From an optimization exercise on the open Yosys and OpenROAD flow, aimed at small area, a short achievable clock period and few clock cycles; shortcuts taken in it are not production practice.
Only simulation tests tie the RTL to the original design; equivalence was not proved.

==> flow/design.v <==
package cordic_pkg;
    localparam int unsigned XW    = 22;
    localparam int unsigned YW    = 21;
    localparam int unsigned ZW    = 23;
    localparam int unsigned FRAC  = 20;
    localparam int unsigned ITERS = 16;
    localparam int unsigned DS    = 8;
    localparam int unsigned DW    = 9;
    localparam int unsigned FW    = ITERS - 1 - DS;   
    localparam logic [31:0] NAN_Q = 32'h7FC0_0000;
    function automatic int unsigned yw(input int i);
        yw = (i < 4) ? YW : 24 - i;
    endfunction
    function automatic logic [ZW-1:0] atan_lut(input int i);
        case (i)
            0:       atan_lut = 23'h0C90FE;
            1:       atan_lut = 23'h076B1A;
            2:       atan_lut = 23'h03EB6F;
            3:       atan_lut = 23'h01FD5C;
            4:       atan_lut = 23'h00FFAB;
            5:       atan_lut = 23'h007FF5;
            6:       atan_lut = 23'h003FFF;
            7:       atan_lut = 23'h002000;
            8:       atan_lut = 23'h001000;
            9:       atan_lut = 23'h000800;
            10:      atan_lut = 23'h000400;
            11:      atan_lut = 23'h000200;
            12:      atan_lut = 23'h000100;
            13:      atan_lut = 23'h000080;
            14:      atan_lut = 23'h000040;
            15:      atan_lut = 23'h000020;
            default: atan_lut = '0;
        endcase
    endfunction
endpackage
import cordic_pkg::*;
module cordic_vec_stage #(
    parameter int unsigned I  = 0,
    parameter int unsigned WI = YW,
    parameter int unsigned WO = YW
) (
    input  logic [XW-1:0] x,
    input  logic [DW-1:0] d,
    input  logic [FW-1:0] f,
    input  logic [WI-1:0] y,
    output logic [XW-1:0] x_nxt,
    output logic [DW-1:0] d_nxt,
    output logic [FW-1:0] f_nxt,
    output logic [WO-1:0] y_nxt,
    output logic          pos
);
    logic               neg;
    logic [XW+I+WI-1:0] yext;
    logic [XW-1:0]      ysh;
    logic [XW-1:0]      xsh;
    logic [WO:0]        ysum;
    logic               k;
    assign neg  = y[WI-1];
    assign yext = {{(XW+I){y[WI-1]}}, y};
    assign ysh  = yext[I +: XW];    
    assign xsh  = x >> I;
    assign pos  = ~neg;
    if (I < DS) begin : g_full
        logic [XW:0] xsum;
        assign xsum  = {x, 1'b1} + {ysh ^ {XW{neg}}, neg};
        assign x_nxt = xsum[XW:1];
        assign d_nxt = '0;
        assign f_nxt = '0;
        assign k     = 1'b0;
    end else begin : g_delta
        logic [DW-1:0] u, e;
        logic [FW-1:0] fl;
        assign u     = (ysh[DW-1:0] ^ {DW{neg}}) + DW'(neg);
        assign e     = (I == DS) ? DW'(x[7:0]) : d;
        assign d_nxt = e + u;
        assign x_nxt = x;
        if (I == DS) begin : g_flags
            for (genvar j = 0; j < FW; j++) begin : g_f
                localparam logic [XW-1:0] HMask = XW'(((1 << (DS + j)) - 1) & ~((1 << 8) - 1));
                assign fl[j] = ((x | ~HMask) == '1);
            end
        end else begin : g_pass
            assign fl = f;
        end
        assign f_nxt = fl;
        assign k     = e[8] && fl[I-DS];
    end
    assign ysum  = {y[WO-1:0], 1'b1} + {xsh[WO-1:0] ^ {WO{~neg}}, ~neg ^ k};
    assign y_nxt = ysum[WO:1];
endmodule
import cordic_pkg::*;
module cordic_atan_vec
#(
    parameter int unsigned SIn  = 5,
    parameter int unsigned SMid = 7
) (
    input  logic        clock,
    input  logic        aclr,
    input  logic        clk_en,
    input  logic        start,
    input  logic [31:0] dataa,
    input  logic [31:0] datab,
    output logic [31:0] result,
    output logic        done
);
    localparam int unsigned S1 = SIn;
    localparam int unsigned S2 = SIn + SMid;
    localparam int unsigned MW = 21;     
    function automatic logic [FRAC-1:0] fix_mag(input logic [30:0] f);
        logic [20:0] sh;
        sh = {1'b1, f[22:3]} >> (~f[27:23]);
        if (f[30:23] >= 8'd127)      fix_mag = '1;
        else if (f[30:28] == 3'b011) fix_mag = sh[FRAC-1:0];
        else                         fix_mag = '0;
    endfunction
    logic              operand_err;
    logic [FRAC-1:0]   xmag, ymag;
    logic              yneg;
    logic [XW-1:0]     x1;
    logic [YW:0]       y1sum;
    logic [YW-1:0]     y1;
    assign operand_err = dataa[31] || (dataa[30:23] == 8'h00) ||
                         (dataa[30:23] == 8'hFF) || (datab[30:23] == 8'hFF);
    assign xmag = fix_mag(dataa[30:0]);
    assign ymag = fix_mag(datab[30:0]);
    assign yneg  = datab[31] && (ymag != '0);
    assign x1    = XW'(xmag) + XW'(ymag);
    assign y1sum = {{1'b0, ymag} ^ {YW{yneg}}, 1'b1} + {{1'b0, xmag} ^ {YW{~yneg}}, 1'b1};
    assign y1    = y1sum[YW:1];
    logic [XW-1:0]    xi [ITERS];
    logic [DW-1:0]    di [ITERS];
    logic [FW-1:0]    fi [ITERS];
    logic [YW-1:0]    yi [ITERS];
    logic [XW-1:0]    xo [ITERS];
    logic [DW-1:0]    do_ [ITERS];
    logic [FW-1:0]    fo [ITERS];
    logic [YW-1:0]    yo [ITERS];
    logic [ITERS-1:0] po;
    logic [XW-1:0]    r0_x, r1_x;
    logic [DW-1:0]    r0_d, r1_d;
    logic [FW-1:0]    r0_f, r1_f;
    logic [YW-1:0]    r0_y, r1_y;
    logic [ITERS-1:0] r0_p, r1_p;
    logic             r0_err, r1_err;
    logic             s1_q, r1v_q, done_q;
    assign xo[0] = x1;
    assign do_[0] = '0;
    assign fo[0] = '0;
    assign yo[0] = y1;
    assign po[0] = !yneg;
    for (genvar k = 1; k < ITERS; k++) begin : g_stage
        if (k == S1) begin : g_r0
            assign xi[k] = r0_x;
            assign di[k] = r0_d;
            assign fi[k] = r0_f;
            assign yi[k] = r0_y;
        end else if (k == S2) begin : g_r1
            assign xi[k] = r1_x;
            assign di[k] = r1_d;
            assign fi[k] = r1_f;
            assign yi[k] = r1_y;
        end else begin : g_chain
            assign xi[k] = xo[k-1];
            assign di[k] = do_[k-1];
            assign fi[k] = fo[k-1];
            assign yi[k] = yo[k-1];
        end
        localparam int unsigned WI = cordic_pkg::yw(k);
        localparam int unsigned WO = cordic_pkg::yw(k + 1);
        logic [WO-1:0] y_nxt;
        logic [YW+WO-1:0] y_ext;
        cordic_vec_stage #(.I(k), .WI(WI), .WO(WO)) u_stage (
            .x     (xi[k]),
            .d     (di[k]),
            .f     (fi[k]),
            .y     (yi[k][WI-1:0]),
            .x_nxt (xo[k]),
            .d_nxt (do_[k]),
            .f_nxt (fo[k]),
            .y_nxt (y_nxt),
            .pos   (po[k])
        );
        assign y_ext = {{YW{y_nxt[WO-1]}}, y_nxt};
        assign yo[k] = y_ext[YW-1:0];
    end
    logic [XW-1:0]    c0_x, c1_x;
    logic [DW-1:0]    c0_d, c1_d;
    logic [FW-1:0]    c0_f, c1_f;
    logic [YW-1:0]    c0_y, c1_y;
    logic [ITERS-1:0] c0_p, c1_p, fin_p;
    assign c0_x = xo[S1-1];
    assign c0_d = do_[S1-1];
    assign c0_f = fo[S1-1];
    assign c0_y = yo[S1-1];
    assign c1_x = xo[S2-1];
    assign c1_d = do_[S2-1];
    assign c1_f = fo[S2-1];
    assign c1_y = yo[S2-1];
    for (genvar k = 0; k < ITERS; k++) begin : g_pos
        assign c0_p[k]  = (k < S1) ? po[k] : 1'b0;
        assign c1_p[k]  = (k < S1) ? r0_p[k] : (k < S2) ? po[k] : 1'b0;
        assign fin_p[k] = (k < S2) ? r1_p[k] : po[k];
    end
    always_ff @(posedge clock) begin
        r0_x   <= c0_x;
        r0_d   <= c0_d;
        r0_f   <= c0_f;
        r0_y   <= c0_y;
        r0_p   <= c0_p;
        r0_err <= operand_err;
        if (s1_q) begin
            r1_x   <= c1_x;
            r1_d   <= c1_d;
            r1_f   <= c1_f;
            r1_y   <= c1_y;
            r1_p   <= c1_p;
            r1_err <= r0_err;
        end
    end
    always_ff @(posedge clock) begin
        if (aclr) begin
            s1_q   <= 1'b0;
            r1v_q  <= 1'b0;
            done_q <= 1'b0;
        end else begin
            s1_q <= clk_en && start;
            if (clk_en) begin
                r1v_q  <= 1'b0;
                done_q <= !start && (done_q || s1_q || r1v_q);
            end else begin
                r1v_q  <= r1v_q || s1_q;
            end
        end
    end
    localparam logic [ZW-1:0] ASum = 23'h1BE462;   
    function automatic logic [ZW-1:0] zpart(input int lo, input int n,
                                            input int v, input logic [ZW-1:0] base);
        zpart = base;
        for (int j = 0; j < n; j++) begin
            if (v[j]) zpart = zpart + ZW'(cordic_pkg::atan_lut(lo + j) << 1);
        end
    endfunction
    logic [ZW-1:0] g1_tab [16];
    logic [ZW-1:0] g2_tab [8];
    for (genvar v = 0; v < 16; v++) begin : g_g1
        assign g1_tab[v] = zpart(0, 4, v, ZW'(-ASum));
    end
    for (genvar v = 0; v < 8; v++) begin : g_g2
        assign g2_tab[v] = zpart(4, 3, v, '0);
    end
    logic [ZW-1:0] zc, z;
    assign zc = g1_tab[fin_p[3:0]] + g2_tab[fin_p[6:4]];
    assign z  = zc + ZW'({fin_p[7], fin_p[8], fin_p[9], fin_p[10], fin_p[11],
                          fin_p[12], fin_p[13], fin_p[14], fin_p[15], 6'b0});
    logic [MW-1:0] m, n1, n2, n3, n4, n5;
    logic [4:0]    lz;
    assign m  = z[ZW-1] ? MW'(-z) : z[MW-1:0];
    assign lz[4] = (m[MW-1 -: 16] == '0);
    assign n1    = lz[4] ? (m << 16) : m;
    assign lz[3] = (n1[MW-1 -: 8] == '0);
    assign n2    = lz[3] ? (n1 << 8) : n1;
    assign lz[2] = (n2[MW-1 -: 4] == '0);
    assign n3    = lz[2] ? (n2 << 4) : n2;
    assign lz[1] = (n3[MW-1 -: 2] == '0);
    assign n4    = lz[1] ? (n3 << 2) : n3;
    assign lz[0] = !n4[MW-1];
    assign n5    = lz[0] ? (n4 << 1) : n4;
    always_comb begin
        if (r1_err)          result = NAN_Q;
        else if (!n5[MW-1])  result = 32'h0;
        else                 result = {z[ZW-1], 8'(127 + MW - 1 - FRAC) - 8'(lz), n5[MW-2:0], 3'b0};
    end
    assign done = done_q;
endmodule
clock: 22.0 ns
lec_check: 0
abc_area: 1
cap_margin: 20
core_margin: 2
core_utilization: 65
place_density: 0.75
setup_slack_margin: 5
slew_margin: 20
tns_end_percent: 10
standard.sh (not shown) runs the stock make flow with config.mk's settings and CLKGATE_MAP_FILE= SYNTH_SCRIPT=/design/flow/synth_recipe.tcl, a recipe that flattens the netlist after the stock synthesis.
==> flow/flow/run.sh <==
#!/bin/bash
set -euo pipefail
sed -e 's|"${@:-finish}"|BUFFER_PORTS_ARGS="-buffer_cell sky130_fd_sc_hd__buf_2" "${@:-finish}"|' \
    standard.sh > standard_ports.sh
grep -q 'BUFFER_PORTS_ARGS="-buffer_cell sky130_fd_sc_hd__buf_2"' standard_ports.sh
bash standard_ports.sh > standard.log 2>&1
Testbench counts at the start, summed over its fixed seeds: cycles 1,600.
Then changed:
--- a/flow/design.v
+++ b/flow/design.v
@@ -50,18 +50,19 @@
     output logic          pos
 );
-    logic               neg;
-    logic [XW+I+WI-1:0] yext;
-    logic [XW-1:0]      ysh;
-    logic [XW-1:0]      xsh;
-    logic [WO:0]        ysum;
-    logic               k;
-    assign neg  = y[WI-1];
-    assign yext = {{(XW+I){y[WI-1]}}, y};
-    assign ysh  = yext[I +: XW];    
+    logic          n;
+    logic [WI-2:0] a;
+    logic [XW-1:0] ash;
+    logic [XW-1:0] xsh;
+    logic [WO:0]   tsum;
+    logic [WO-1:0] t;
+    logic          k;
+    assign n    = y[WI-1];
+    assign a    = y[WI-2:0];
+    assign ash  = XW'(a) >> I;
     assign xsh  = x >> I;
-    assign pos  = ~neg;
+    assign pos  = ~n;
     if (I < DS) begin : g_full
         logic [XW:0] xsum;
-        assign xsum  = {x, 1'b1} + {ysh ^ {XW{neg}}, neg};
+        assign xsum  = {x, 1'b1} + {ash, n};
         assign x_nxt = xsum[XW:1];
         assign d_nxt = '0;
@@ -71,5 +72,5 @@
         logic [DW-1:0] u, e;
         logic [FW-1:0] fl;
-        assign u     = (ysh[DW-1:0] ^ {DW{neg}}) + DW'(neg);
+        assign u     = ash[DW-1:0] + DW'(n);
         assign e     = (I == DS) ? DW'(x[7:0]) : d;
         assign d_nxt = e + u;
@@ -86,12 +87,13 @@
         assign k     = e[8] && fl[I-DS];
     end
-    assign ysum  = {y[WO-1:0], 1'b1} + {xsh[WO-1:0] ^ {WO{~neg}}, ~neg ^ k};
-    assign y_nxt = ysum[WO:1];
+    assign tsum  = {WO'(a), 1'b1} + {~xsh[WO-1:0], ~k};
+    assign t     = tsum[WO:1];
+    assign y_nxt = {n ^ t[WO-1], t[WO-2:0] ^ {(WO-1){t[WO-1]}}};
 endmodule
 import cordic_pkg::*;
 module cordic_atan_vec
 #(
-    parameter int unsigned SIn  = 5,
-    parameter int unsigned SMid = 7
+    parameter int unsigned SIn  = 4,
+    parameter int unsigned SMid = 8
 ) (
     input  logic        clock,
@@ -147,5 +149,5 @@
     assign do_[0] = '0;
     assign fo[0] = '0;
-    assign yo[0] = y1;
+    assign yo[0] = {y1[YW-1], y1[YW-2:0] ^ {(YW-1){y1[YW-1]}}};
     assign po[0] = !yneg;
     for (genvar k = 1; k < ITERS; k++) begin : g_stage
@@ -181,5 +183,5 @@
             .pos   (po[k])
         );
-        assign y_ext = {{YW{y_nxt[WO-1]}}, y_nxt};
+        assign y_ext = {{YW{1'b0}}, y_nxt};
         assign yo[k] = y_ext[YW-1:0];
     end
The changed run went through all stages and came out clean. Setup slack loses 1.3 ns. Flip-flop and latch count stays the same. Core utilization climbs by 6.2 points. Clock-buffer cell count falls by 2. Register-to-register slack loses 0.91 ns. Cell count is lower by a few percent. Die area goes down by a few percent. Design area climbs slightly.
Testbench counts after the change, summed over its fixed seeds: cycles 1,600.

[afterwards: timing with drivers on the ports]
No port has a modelled driver above. Below, the same layouts with a new extraction and two added sets of constraints.
Step 1, drivers: a clkbuf_16 drives clock and a buf_2 each remaining input, both assumed.
Step 2 times the ports against the registers' clock, not the clock port: input delays grow and output delays shrink by t, the midpoint of the rising clock arrivals with the driver on.
a / b / c = ideal / step 1 / step 2; a / b = the first two.
| run | shift t [ns] | setup slack, ns | hold slack, ns |
|---|---|---|---|
| the first run | 0.421 | 5.620 / 5.568 / 5.217 | 0.404 / 0.404 / 0.404 |
| the second run | 0.434 | 4.310 / 4.210 / 3.776 | 0.412 / 0.412 / 0.412 |
After both steps every run listed still meets setup and hold. The setup slack of the second run, which loses most, moves by -0.100 ns with the drivers and by -0.534 ns with both steps.
